Context: an optimization exercise on an open-source flow, tuned for small area. The choices shown serve that exercise and are no tape-out recipe. In this exercise RTL edits were held to simulation tests only and were not proved equivalent to the original. No activity file was given, so power comes from the tool's default toggle rates.

### flow/config.mk
export PLATFORM = sky130hd
export DESIGN_NAME = regfile
export DESIGN_NICKNAME = regfile
export VERILOG_FILES = /design/flow/design.v
export SDC_FILE = /design/flow/constraint.sdc
export NUM_CORES = 4
export LEC_CHECK = 0
export CAP_MARGIN = 20
export CORE_MARGIN = 2
export CORE_UTILIZATION = 40
export SETUP_SLACK_MARGIN = 0.3
export SLEW_MARGIN = 20
### flow/constraint.sdc
create_clock -name core_clock -period 6.0 [get_ports {clk}]
set_input_delay 1.2000 -clock core_clock [delete_from_list [all_inputs] [get_ports {clk}]]
set_output_delay 1.2000 -clock core_clock [all_outputs]
set_load 0.01 [all_outputs]
### flow/design.v
package rv32_pkg;
    localparam int XLEN   = 32;
    localparam int REG_AW = 5;
    localparam logic [REG_AW-1:0] REG_ZERO = 5'd0;
    typedef logic [XLEN-1:0]   word_t;
    typedef logic [REG_AW-1:0] reg_idx_t;
endpackage
module regfile_read_port
#(
    parameter int XLEN   = rv32_pkg::XLEN,
    parameter int AW     = rv32_pkg::REG_AW,
    parameter bit BYPASS = 1'b1
) (
    input  logic                       rst_n,
    input  logic [XLEN*(2**AW)-1:0]    regs_flat,
    input  logic                       we,
    input  logic [AW-1:0]              rd_addr,
    input  logic [XLEN-1:0]            rd_data,
    input  logic [AW-1:0]              rs_addr,
    output logic [XLEN-1:0]            rs_data
);
    logic            rs_zero;
    logic            hit;
    logic [XLEN-1:0] sel;
    assign rs_zero = (rs_addr == '0);
    assign hit = BYPASS && rst_n && we &&
                 (rd_addr != '0) &&
                 (rd_addr == rs_addr);
    assign sel = regs_flat[int'(rs_addr)*XLEN +: XLEN];
    always_comb begin
        rs_data = sel;
        if (rs_zero)
            rs_data = '0;
        else if (hit)
            rs_data = rd_data;
    end
endmodule
module regfile
#(
    parameter int XLEN   = rv32_pkg::XLEN,
    parameter int AW     = rv32_pkg::REG_AW,
    parameter bit BYPASS = 1'b1
) (
    input  logic            clk,
    input  logic            rst_n,
    input  logic [AW-1:0]   rs1_addr,
    input  logic [AW-1:0]   rs2_addr,
    output logic [XLEN-1:0] rs1_data,
    output logic [XLEN-1:0] rs2_data,
    input  logic            we,
    input  logic [AW-1:0]   rd_addr,
    input  logic [XLEN-1:0] rd_data
);
    localparam int NREG = 2**AW;
    logic [XLEN*NREG-1:0] regs_flat;
    assign regs_flat[XLEN-1:0] = '0;
    for (genvar i = 1; i < NREG; i++) begin : g_reg
        logic [XLEN-1:0] q;
        always_ff @(posedge clk or negedge rst_n) begin
            if (!rst_n)
                q <= '0;
            else if (we && (rd_addr == AW'(i)))
                q <= rd_data;
        end
        assign regs_flat[i*XLEN +: XLEN] = q;
    end
    regfile_read_port #(
        .XLEN   (XLEN),
        .AW     (AW),
        .BYPASS (BYPASS)
    ) u_rs1 (
        .rst_n     (rst_n),
        .regs_flat (regs_flat),
        .we        (we),
        .rd_addr   (rd_addr),
        .rd_data   (rd_data),
        .rs_addr   (rs1_addr),
        .rs_data   (rs1_data)
    );
    regfile_read_port #(
        .XLEN   (XLEN),
        .AW     (AW),
        .BYPASS (BYPASS)
    ) u_rs2 (
        .rst_n     (rst_n),
        .regs_flat (regs_flat),
        .we        (we),
        .rd_addr   (rd_addr),
        .rd_data   (rd_data),
        .rs_addr   (rs2_addr),
        .rs_data   (rs2_data)
    );
endmodule
### flow/run.sh
#!/bin/bash
# synth_recipe.tcl (not shown) runs the flow's synth.tcl, then flattens the netlist and writes it again
# the make line also repeats each setting of config.mk as NAME=value (left out here)
make -C /OpenROAD-flow-scripts/flow DESIGN_CONFIG=/design/flow/config.mk WORK_HOME=/design/flow/orfs CLKGATE_MAP_FILE= SYNTH_SCRIPT=/design/flow/synth_recipe.tcl finish
==> notes.md <==
max reg flops 992; Crit path largest cell delay 0.79 ns; syn avg cell area 14.1 sq um; YS warnings 2; Routed WL 189000 microns; TritonRoute pass-1 iters 5; drt wl/cell 33.1 microns; global-route wire length before repair 275000 microns; Area growth, synth to finish 13.7%; via count 37000; VDD IR max 237 uV; pin count of the biggest net entering global routing 164; cell leakage power 26.3 nW; slowest cell on the critical path or4_2; Port Buffers 113; Clk network pwr share 0.343; layout cells sized above 1 0.485; Inst Count DP 5510; Sw Pwr 0.00567 W; unrepaired setup endpoints after global routing false; largest registers g.q (992); die height 371 microns; Root Driver clkbuf_16; cts hold-fix bufs 0; CP Cell Sequence clkdlybuf4s50_1, buf_4, xnor2_1, nand2_1, or4_2, buf_4, a21oi_2, clkdlybuf4s50_1; EDFF count, synth 0; Initial Util 0.403; critical path data arrival time 4.46 ns; sequential cell area fraction in the yosys report 0.461; Switching Share 0.280; post-synth top area share 0.461; vias in the first global route 37200; asr flop ratio synth 1.00; internal power 0.0146 W; clock skew 0 ns; relative slew slack 0.183; Clock Sinks 992; total power 0.0202 W; mean number of vias per cell 6.47; Post-Syn Area 53800 sq um; register name with the most flops g.q; H-Tree Depth 3; num ports 114; Crit path max-delay family buffers and inverters; Startpoint Class input pin; worst path required time 4.80 ns; Non-Filler Instances 5709; DRC Markers 0; Crit Path Category input pin to output port; Synth Instances 3810; maxcap violations 0; Routed Antenna Nets 0; Seq pwr share 0.444; largest cells by area after synthesis dfrtp_1, mux2_2, mux4_2, mux2i_1, o221ai_1; initial DRC count 3885; initial antenna violation count 7; Core Util, Final 0.458; Longest Clk Path Bufs 3; Final Hold Fails 0; Detail Placement HPWL 117000 microns; Cell Rows 134; Top FF cell, synth dfrtp_1; # setup viols final 0; Seq cells post-synth 992; fin. max-slew vios 0; GRT Overall Usage 0.275; Worst Hold Class register to register; max frequency 0.177 GHz; die area 137000 sq um; cell accounting for the most synthesized area dfrtp_1; Syn Nets 3860; period utilization 0.944; Nets 3903; CP Capture Type output port; clk slew on worst S/H paths 0.06 ns; CTS tree built; Core ar. 133000 sq um; P per Cell Area 331 nW/um^2; CP max FO 16; minimum hold slack 0.511 ns; Synth cell types 52; total grt overflow 0; Clock Latency Late Sink 0.73 ns; die width 371 microns; Logic pwr share 0.213; Setup TNS Final 0 ns; WP buf/inv 4; outcome no timing/DRC/antenna violations; final critical-path required period 5.66 ns; CTS buffer count 109; Tightest Pin Transition 1.22 ns; GP Congestion 0.833
-- layer usage --
metal | part of all wire | vias up | wire length (microns) | track usage
li1 | - | 14900 | - | -
met1 | 0.43 | 20000 | 81600 | 0.393
met2 | 0.44 | 1679 | 84000 | 0.411
met3 | 0.090 | 358 | 16900 | 0.0606
met4 | 0.033 | 6 | 6290 | 0.0948
met5 | 0.00020 | - | 37 | 0
-- cells in the mapped netlist, types with 31 or more instances --
library cell / n
mux2i_1: 213
nor2_1: 121
mux4_2: 326
a31oi_1: 36
buf_4: 31
buf_2: 139
mux2_2: 1098
clkbuf_1: 187
a21oi_1: 51
a22o_1: 36
o22ai_1: 39
a22oi_1: 33
dfrtp_1: 992
o221ai_1: 94
a221oi_1: 72
nand2_1: 54
-- cells in the final DEF (no fill, tap or decap), types with 6 or more instances in the layout --
cell type,count
dfrtp_1,992
o22ai_1,39
a211o_1,25
o22a_1,25
nand2_2,11
nor4_1,10
mux2i_1,213
bufinv_16,8
clkbuf_16,110
o21ai_0,20
diode_2,6
a22o_1,36
a221oi_1,72
buf_12,32
mux4_2,326
buf_4,205
nor3_1,23
mux2_1,6
clkinv_2,18
a221o_1,15
o21ai_1,15
o221ai_1,94
clkdlybuf4s50_1,101
nor2_1,101
nand2_1,40
xnor2_1,7
nand3_1,11
a21oi_1,47
nand2b_1,22
mux2_2,1098
clkbuf_1,14
nor2_4,20
a22oi_1,33
clkbuf_8,32
a31oi_1,34
-- path summary, 6_finish.rpt --
check	start	to	slack (ns)	cells after the start
setup / recovery	rd_addr[0]	rs2_data[20]	0.34	8
hold / removal	g_reg[7].q[7]	g_reg[7].q[7]	0.51	1
setup reg to reg	g_reg[13].q[21]	g_reg[13].q[21]	5.19	1
hold reg to reg	g_reg[7].q[7]	g_reg[7].q[7]	0.51	1
max in group asynchronous	rst_n	g_reg[6].q[5]	2.27	5
min in group asynchronous	rst_n	g_reg[15].q[20]	0.63	2
-- area by class of cell --
type	count	area (sq um)
multi-input combinational	2399	27100
clock inverter	38	437
fill	12000	72300
inverter	3	11.3
timing repair buffer	348	3300
antenna	6	15.0
tap	1768	2210
clock buffer	155	3230
sequential	992	24800
-- through the flow --
| step | worst slack, ns | cell area, sq um |
|---|---|---|
| floorplan | 2.04 | 53800 |
| detailed placement | 0.0253 | 57500 |
| global placement | -0.00610 | 57500 |
| finish | 0.338 | 61200 |
| global route | 0.318 | 61200 |
| CTS | 0.338 | 61100 |
-- repair_timing --
action,4_1_cts,5_1_grt
endpoints found under the hold margin,0,0
setup endpoints to repair,4,9
buffers inserted,0,0
gates resized for setup,4,4
-- power by group through the flow --
stage | sequential, W | clock (W) | combinational, W
after floorplan | 0.00872 | 0 | 0.00308
after global placement | 0.00900 | 0 | 0.00420
after detailed placement | 0.00906 | 0 | 0.00427
after CTS | 0.00894 | 0.00704 | 0.00429
after global routing | 0.00914 | 0.00731 | 0.00457
final | 0.00897 | 0.00694 | 0.00431
-- logic make-up after synthesis --
group	count (synthesis)	synth area share
AO/OA/AOI/OAI	470	0.0665
AND/OR/NAND/NOR	276	0.0236
XOR/XNOR	10	0.00163
multiplexers	1643	0.407
buffers and inverters	419	0.0397
flip-flops	992	0.461

afterwards: timing with drivers on the ports:
Ports are ideal in the flow. The routed layout listed here was re-timed in OpenROAD.
Step 1 sets driving cells, clkbuf_16 on the clock port and buf_2 on the other inputs (assumed; they add their load-dependent delay and slew).
Step 2 adds t to the input delays and takes it off the output delays; t is the mean of the earliest and latest rising clock arrival at the registers after step 1. Input paths then give back, and output paths get back, about the clock's delay inside the block.
Slacks: ideal / step 1 / step 2; pairs: ideal / step 1.
t (ns): 0.792
setup WS [ns]: 0.338 / 0.314 / 0.314
worst register clock-pin slew, ns: 0.07 / 0.07
worst slew at a driven data input, ns: 0.22
cell pins on the clock port's net: 1
After both steps setup and hold are still met in this run. The setup slack of this run moves by -0.024 ns with the drivers and by -0.024 ns with both steps.
